From an optimization exercise on the open Yosys and OpenROAD flow, aimed at small area, a short achievable clock period and few clock cycles per item; shortcuts taken in it are not production practice. Function was checked by simulation only, so behaviour that the tests miss may differ from the original. Power and IR drop assume default switching activity.

==> flow/design.v <==
`timescale 1ns / 1ps
`default_nettype none
package ptle_pkg;
	typedef enum logic [2:0] {
		OP_FIND   = 3'd0,
		OP_ADD    = 3'd1,
		OP_REMOVE = 3'd2,
		OP_TOUCH  = 3'd3,
		OP_UNLINK = 3'd4,
		OP_EVICT  = 3'd5
	} op_t;
	localparam logic [1:0] ST_OK      = 2'd0;
	localparam logic [1:0] ST_MISS    = 2'd1;
	localparam logic [1:0] ST_EMPTY   = 2'd2;
	localparam logic [1:0] ST_PINNED  = 2'd3;
	localparam int FILE_W = 8;
	localparam int PAGE_W = 16;
	localparam int MASK_W = 16;
endpackage
`default_nettype wire
`timescale 1ns / 1ps
`default_nettype none
module ptle_cell (
	input  wire                            clk,
	input  wire                            arst_n,
	input  wire [ptle_pkg::FILE_W-1:0]     wr_file,
	input  wire [ptle_pkg::PAGE_W-1:0]     wr_page,
	input  wire [ptle_pkg::FILE_W-1:0]     cmp_file,
	input  wire [ptle_pkg::PAGE_W-1:0]     cmp_page,
	input  wire                            wr_key,
	input  wire                            clr_valid,
	output logic                           eq,
	output logic                           valid,
	output logic [ptle_pkg::FILE_W-1:0]    kfile,
	output logic [ptle_pkg::PAGE_W-1:0]    kpage
);
	logic valid_q;
	logic [ptle_pkg::FILE_W-1:0] file_q;
	logic [ptle_pkg::PAGE_W-1:0] page_q;
	always_ff @(posedge clk or negedge arst_n) begin
		if (!arst_n) valid_q <= 1'b0;
		else if (wr_key) valid_q <= 1'b1;
		else if (clr_valid) valid_q <= 1'b0;
	end
	always_ff @(posedge clk) begin
		if (wr_key) begin
			file_q <= wr_file;
			page_q <= wr_page;
		end
	end
	assign eq    = file_q == cmp_file && page_q == cmp_page;
	assign valid = valid_q;
	assign kfile = file_q;
	assign kpage = page_q;
endmodule
`default_nettype wire
`timescale 1ns / 1ps
`default_nettype none
module page_table_lru_evictor_top (
	input  wire         clk,
	input  wire         arst_n,
	input  wire         in_valid,
	output logic        in_ready,
	input  wire  [2:0]  opcode,
	input  wire  [7:0]  file_id,
	input  wire  [15:0] page_number,
	input  wire  [3:0]  frame,
	input  wire  [15:0] pinned_mask,
	input  wire  [15:0] dirty_mask,
	output logic        out_valid,
	input  wire         out_ready,
	output logic [1:0]  status,
	output logic [3:0]  frame_out,
	output logic [7:0]  victim_file_id,
	output logic [15:0] victim_page_number,
	output logic        needs_writeback
);
	localparam int N = 16;
	logic        s1_v;
	logic [2:0]  op_q;
	logic [7:0]  fid_q;
	logic [15:0] pg_q;
	logic [3:0]  fr_q;
	logic [15:0] dirty_q;
	logic [N-1:0] eq_q;       
	logic        peq_q;      
	logic        padd_q;     
	logic [3:0]  pfr_q;      
	logic [N-1:0] vic_q;      
	logic        vfound_q;   
	logic        vlisted_q;  
	logic        busy_q;     
	logic        ready;      
	logic        exec;       
	logic        skid_v;
	assign in_ready = !busy_q;
	assign ready = !(s1_v && out_valid && skid_v);
	assign exec = s1_v && ready;
	logic is_find, is_add, is_remove, is_touch, is_unlink, is_evict;
	assign is_find   = op_q == ptle_pkg::OP_FIND;
	assign is_add    = op_q == ptle_pkg::OP_ADD;
	assign is_remove = op_q == ptle_pkg::OP_REMOVE;
	assign is_touch  = op_q == ptle_pkg::OP_TOUCH;
	assign is_unlink = op_q == ptle_pkg::OP_UNLINK;
	assign is_evict  = op_q == ptle_pkg::OP_EVICT;
	logic [N-1:0] fsel;
	assign fsel = N'(1) << fr_q;
	logic [N-1:0] eq_in, kvalid, wr_key, clr_valid;
	logic [7:0]  kfile [N];
	logic [15:0] kpage [N];
	for (genvar g = 0; g < N; g++) begin : g_cell
		ptle_cell u_cell (
			.clk(clk), .arst_n(arst_n),
			.wr_file(fid_q), .wr_page(pg_q),
			.cmp_file(file_id), .cmp_page(page_number),
			.wr_key(wr_key[g]), .clr_valid(clr_valid[g]),
			.eq(eq_in[g]), .valid(kvalid[g]), .kfile(kfile[g]), .kpage(kpage[g])
		);
	end
	logic [N-1:0] match, first;
	logic hit;
	always_comb begin
		for (int i = 0; i < N; i++)
			match[i] = kvalid[i] && (padd_q && pfr_q == 4'(i) ? peq_q : eq_q[i]);
	end
	always_comb begin
		logic seen;
		seen = 1'b0;
		for (int i = 0; i < N; i++) begin
			first[i] = match[i] && !seen;
			seen = seen || match[i];
		end
	end
	assign hit = |match;
	logic [3:0] hit_idx;
	always_comb begin
		hit_idx = '0;
		for (int i = 0; i < N; i++)
			if (first[i]) hit_idx = hit_idx | 4'(i);
	end
	logic ev_ok;
	assign ev_ok = vfound_q;
	logic [N-1:0] on_q, on_n;
	always_comb begin
		on_n = on_q;
		if (exec) begin
			if (is_touch) on_n = on_q | fsel;
			else if (is_unlink) on_n = on_q & ~fsel;
			else on_n = on_q & ~vic_q;
		end
	end
	logic [N-1:0] tsel;
	logic [N*N-1:0] newer_q, newer_n, newer;
	assign tsel = exec && is_touch ? fsel : '0;
	always_comb begin
		newer_n = newer_q;
		newer = '0;
		for (int i = 0; i < N; i++)
			for (int j = 0; j < N; j++)
				if (i < j) begin
					newer_n[i*N+j] = tsel[i] || (newer_q[i*N+j] && !tsel[j]);
					newer[i*N+j] = newer_n[i*N+j];
				end else if (i > j) begin
					newer[i*N+j] = !newer_n[j*N+i];
				end
	end
	logic [N-1:0] cand, vic_in;
	assign cand = opcode == ptle_pkg::OP_EVICT ? on_n & ~pinned_mask : '0;
	always_comb begin
		for (int v = 0; v < N; v++) begin
			vic_in[v] = cand[v];
			for (int j = 0; j < N; j++)
				if (j != v && cand[j] && !newer[j*N+v]) vic_in[v] = 1'b0;
		end
	end
	always_ff @(posedge clk or negedge arst_n) begin
		if (!arst_n) on_q <= '0;
		else on_q <= on_n;
	end
	for (genvar i = 0; i < N; i++) begin : g_row
		for (genvar j = i + 1; j < N; j++) begin : g_col
			always_ff @(posedge clk) newer_q[i*N+j] <= newer_n[i*N+j];
		end
	end
	always_ff @(posedge clk) begin
		if (ready) begin
			op_q      <= opcode;
			fid_q     <= file_id;
			pg_q      <= page_number;
			fr_q      <= frame;
			dirty_q   <= dirty_mask;
			eq_q      <= eq_in;
			peq_q     <= fid_q == file_id && pg_q == page_number;
			padd_q    <= s1_v && is_add;
			pfr_q     <= fr_q;
			vic_q     <= vic_in;
			vfound_q  <= |cand;
			vlisted_q <= |on_n;
		end
	end
	logic [N-1:0] skid_sel;   
	logic [1:0] skid_st;
	logic [3:0] skid_fr;
	logic       skid_wb;
	logic [N-1:0] ksel;
	always_comb begin
		if (skid_v) ksel = skid_sel;
		else ksel = vic_q & kvalid;
	end
	logic [3:0]  vidx;
	logic [7:0]  vfile;
	logic [15:0] vpage;
	logic        vdirty;
	always_comb begin
		vidx = '0; vfile = '0; vpage = '0;
		for (int i = 0; i < N; i++) begin
			if (vic_q[i]) vidx = vidx | 4'(i);
			if (ksel[i]) begin
				vfile = vfile | kfile[i];
				vpage = vpage | kpage[i];
			end
		end
	end
	assign vdirty = |(vic_q & dirty_q);
	assign wr_key = exec && is_add ? fsel : '0;
	assign clr_valid = exec && is_remove ? first : exec ? vic_q : '0;
	logic [1:0]  r_st;
	logic [3:0]  r_fr;
	logic        r_wb;
	always_comb begin
		r_st = ptle_pkg::ST_OK;
		r_fr = '0;
		r_wb = 1'b0;
		if (is_find || is_remove) begin
			if (!hit) r_st = ptle_pkg::ST_MISS;
			else if (is_find) r_fr = hit_idx;
		end else if (is_evict) begin
			if (!vlisted_q) r_st = ptle_pkg::ST_EMPTY;
			else if (!vfound_q) r_st = ptle_pkg::ST_PINNED;
			else begin
				r_fr = vidx;
				r_wb = vdirty;
			end
		end
	end
	logic pop;
	assign pop = out_valid && out_ready;
	logic s1_v_n, out_valid_n, skid_v_n;
	always_comb begin
		s1_v_n = ready ? in_valid : s1_v;
		out_valid_n = out_valid;
		skid_v_n = skid_v;
		if (pop) begin
			out_valid_n = skid_v || exec;
			skid_v_n = 1'b0;
		end else if (exec) begin
			if (out_valid) skid_v_n = 1'b1;
			else out_valid_n = 1'b1;
		end
	end
	always_ff @(posedge clk or negedge arst_n) begin
		if (!arst_n) begin
			s1_v      <= 1'b0;
			busy_q    <= 1'b0;
			out_valid <= 1'b0;
			skid_v    <= 1'b0;
		end else begin
			s1_v      <= s1_v_n;
			busy_q    <= s1_v_n && out_valid_n && skid_v_n;
			out_valid <= out_valid_n;
			skid_v    <= skid_v_n;
		end
	end
	always_ff @(posedge clk) begin
		if (!out_valid || out_ready) begin
			if (skid_v) {status, frame_out, needs_writeback} <= {skid_st, skid_fr, skid_wb};
			else {status, frame_out, needs_writeback} <= {r_st, r_fr, r_wb};
			victim_file_id <= vfile;
			victim_page_number <= vpage;
		end
		if (!skid_v && out_valid && !out_ready) begin
			{skid_st, skid_fr, skid_wb} <= {r_st, r_fr, r_wb};
			skid_sel <= ksel;
		end
	end
endmodule
`default_nettype wire
Settings: LEC_CHECK=0, CAP_MARGIN=20, CORE_MARGIN=2, CORE_UTILIZATION=40, CTS_BUF_LIST=sky130_fd_sc_hd__clkbuf_16, CTS_CLUSTER_DIAMETER=60, CTS_CLUSTER_SIZE=20, SETUP_SLACK_MARGIN=4.4, SLEW_MARGIN=20; clock period 7.0 ns.
run.sh (not shown) runs the stock make flow with config.mk's settings and CLKGATE_MAP_FILE= SYNTH_SCRIPT=/design/flow/synth_recipe.tcl, a recipe that flattens the netlist after the stock synthesis.
Testbench counts at the start, summed over its fixed seeds: cycles 32,016, items 32,000.
Then changed:
- CORE_UTILIZATION: 40 -> 30
- CTS_CLUSTER_DIAMETER: 60 -> 50
- CTS_CLUSTER_SIZE: 20 -> 16
What happened: Setup slack gains 160 ps; flip-flop and latch count is unchanged; clock power went down by 19%; hold slack loses 9.1 ps; die area is higher by 33%; sequential power hardly moves; utilization decreases by 15 points; synthesized cell count does not change; routed wire length is lower by 3.8%; critical path depth rose by 3.
Then changed:
- CTS_CLUSTER_DIAMETER: 50 -> 60
- CTS_CLUSTER_SIZE: 16 -> 20
Effect: The changed run completed with no timing, DRC or antenna violations. Final area falls by a few percent. Critical path depth falls by 2. Setup slack improves by 13 ps. Register-to-register slack barely changes. Via count falls by a few percent. Die area does not change. Routed wire length falls by a few percent. Clock power falls by roughly a tenth. Clock-buffer cell count falls by 11. Clock skew rises by 6.3 ps. Area after synthesis stays the same.
Then changed:
- CTS_BUF_LIST: sky130_fd_sc_hd__clkbuf_16 -> not set
- CTS_CLUSTER_DIAMETER: 60 -> not set
- CTS_CLUSTER_SIZE: 20 -> not set
Count of clock-buffer cells in the layout grows by 45.
Synthesized cell count is unchanged.
Final cell count grows by 1.7%.
Register-to-register slack barely changes.
Global-route usage grows by 0.24 points.
Maximum frequency shrinks by about 0.5%.
Non-clock buffer count grows by 18.
Combinational power grows by about 4%.
Then changed:
- CTS_BUF_LIST: not set -> sky130_fd_sc_hd__clkbuf_8 sky130_fd_sc_hd__clkbuf_16
- CTS_CLUSTER_DIAMETER: not set -> 60
- CTS_CLUSTER_SIZE: not set -> 20
Result:
- cell area goes down by 3.3%
- wire length decreases by 1.4%
- global-route usage decreases by 0.24 points
- count of clock-buffer cells in the layout went down by 45
- maximum frequency is higher by 0.51%
- sequential share of layout area increases by 1.6 points
- synthesized cell count stays the same
- power went down by 9.3%
- worst setup slack is better by 14 ps

-- port drivers added, routing unchanged --
The results above use ideal ports. As a check the final layouts listed here were re-extracted and re-timed, cells and wires unchanged. Step 1 (the two cells are an assumption about what drives the block):
set clk [get_ports {clk}]
set_driving_cell -lib_cell sky130_fd_sc_hd__clkbuf_16 $clk
set_driving_cell -lib_cell sky130_fd_sc_hd__buf_2 [delete_from_list [all_inputs] $clk]
Step 2 adds t to the input delays and takes it off the output delays; t is the mean of the earliest and latest rising clock arrival at the registers after step 1. Input paths then give back, and output paths get back, about the clock's delay inside the block. Slacks: no drivers / after step 1 / after step 2; pairs: no drivers / after step 1.
run | t, ns | slack for setup (ns) | worst setup path after step 2
the first run | 0.681 | 4.130 / 4.130 / 3.550 | input to register
the second run | 0.727 | 4.289 / 4.267 / 3.630 | input to register
the third run | 0.694 | 4.302 / 4.267 / 3.671 | input to register
the fourth run | 0.691 | 4.289 / 4.289 / 3.680 | input to register
the fifth run | 0.694 | 4.302 / 4.267 / 3.671 | input to register
After both steps every run listed still meets setup and hold. For the second run, which loses most, drivers alone change the setup slack by -0.022 ns; drivers and shift together by -0.659 ns.
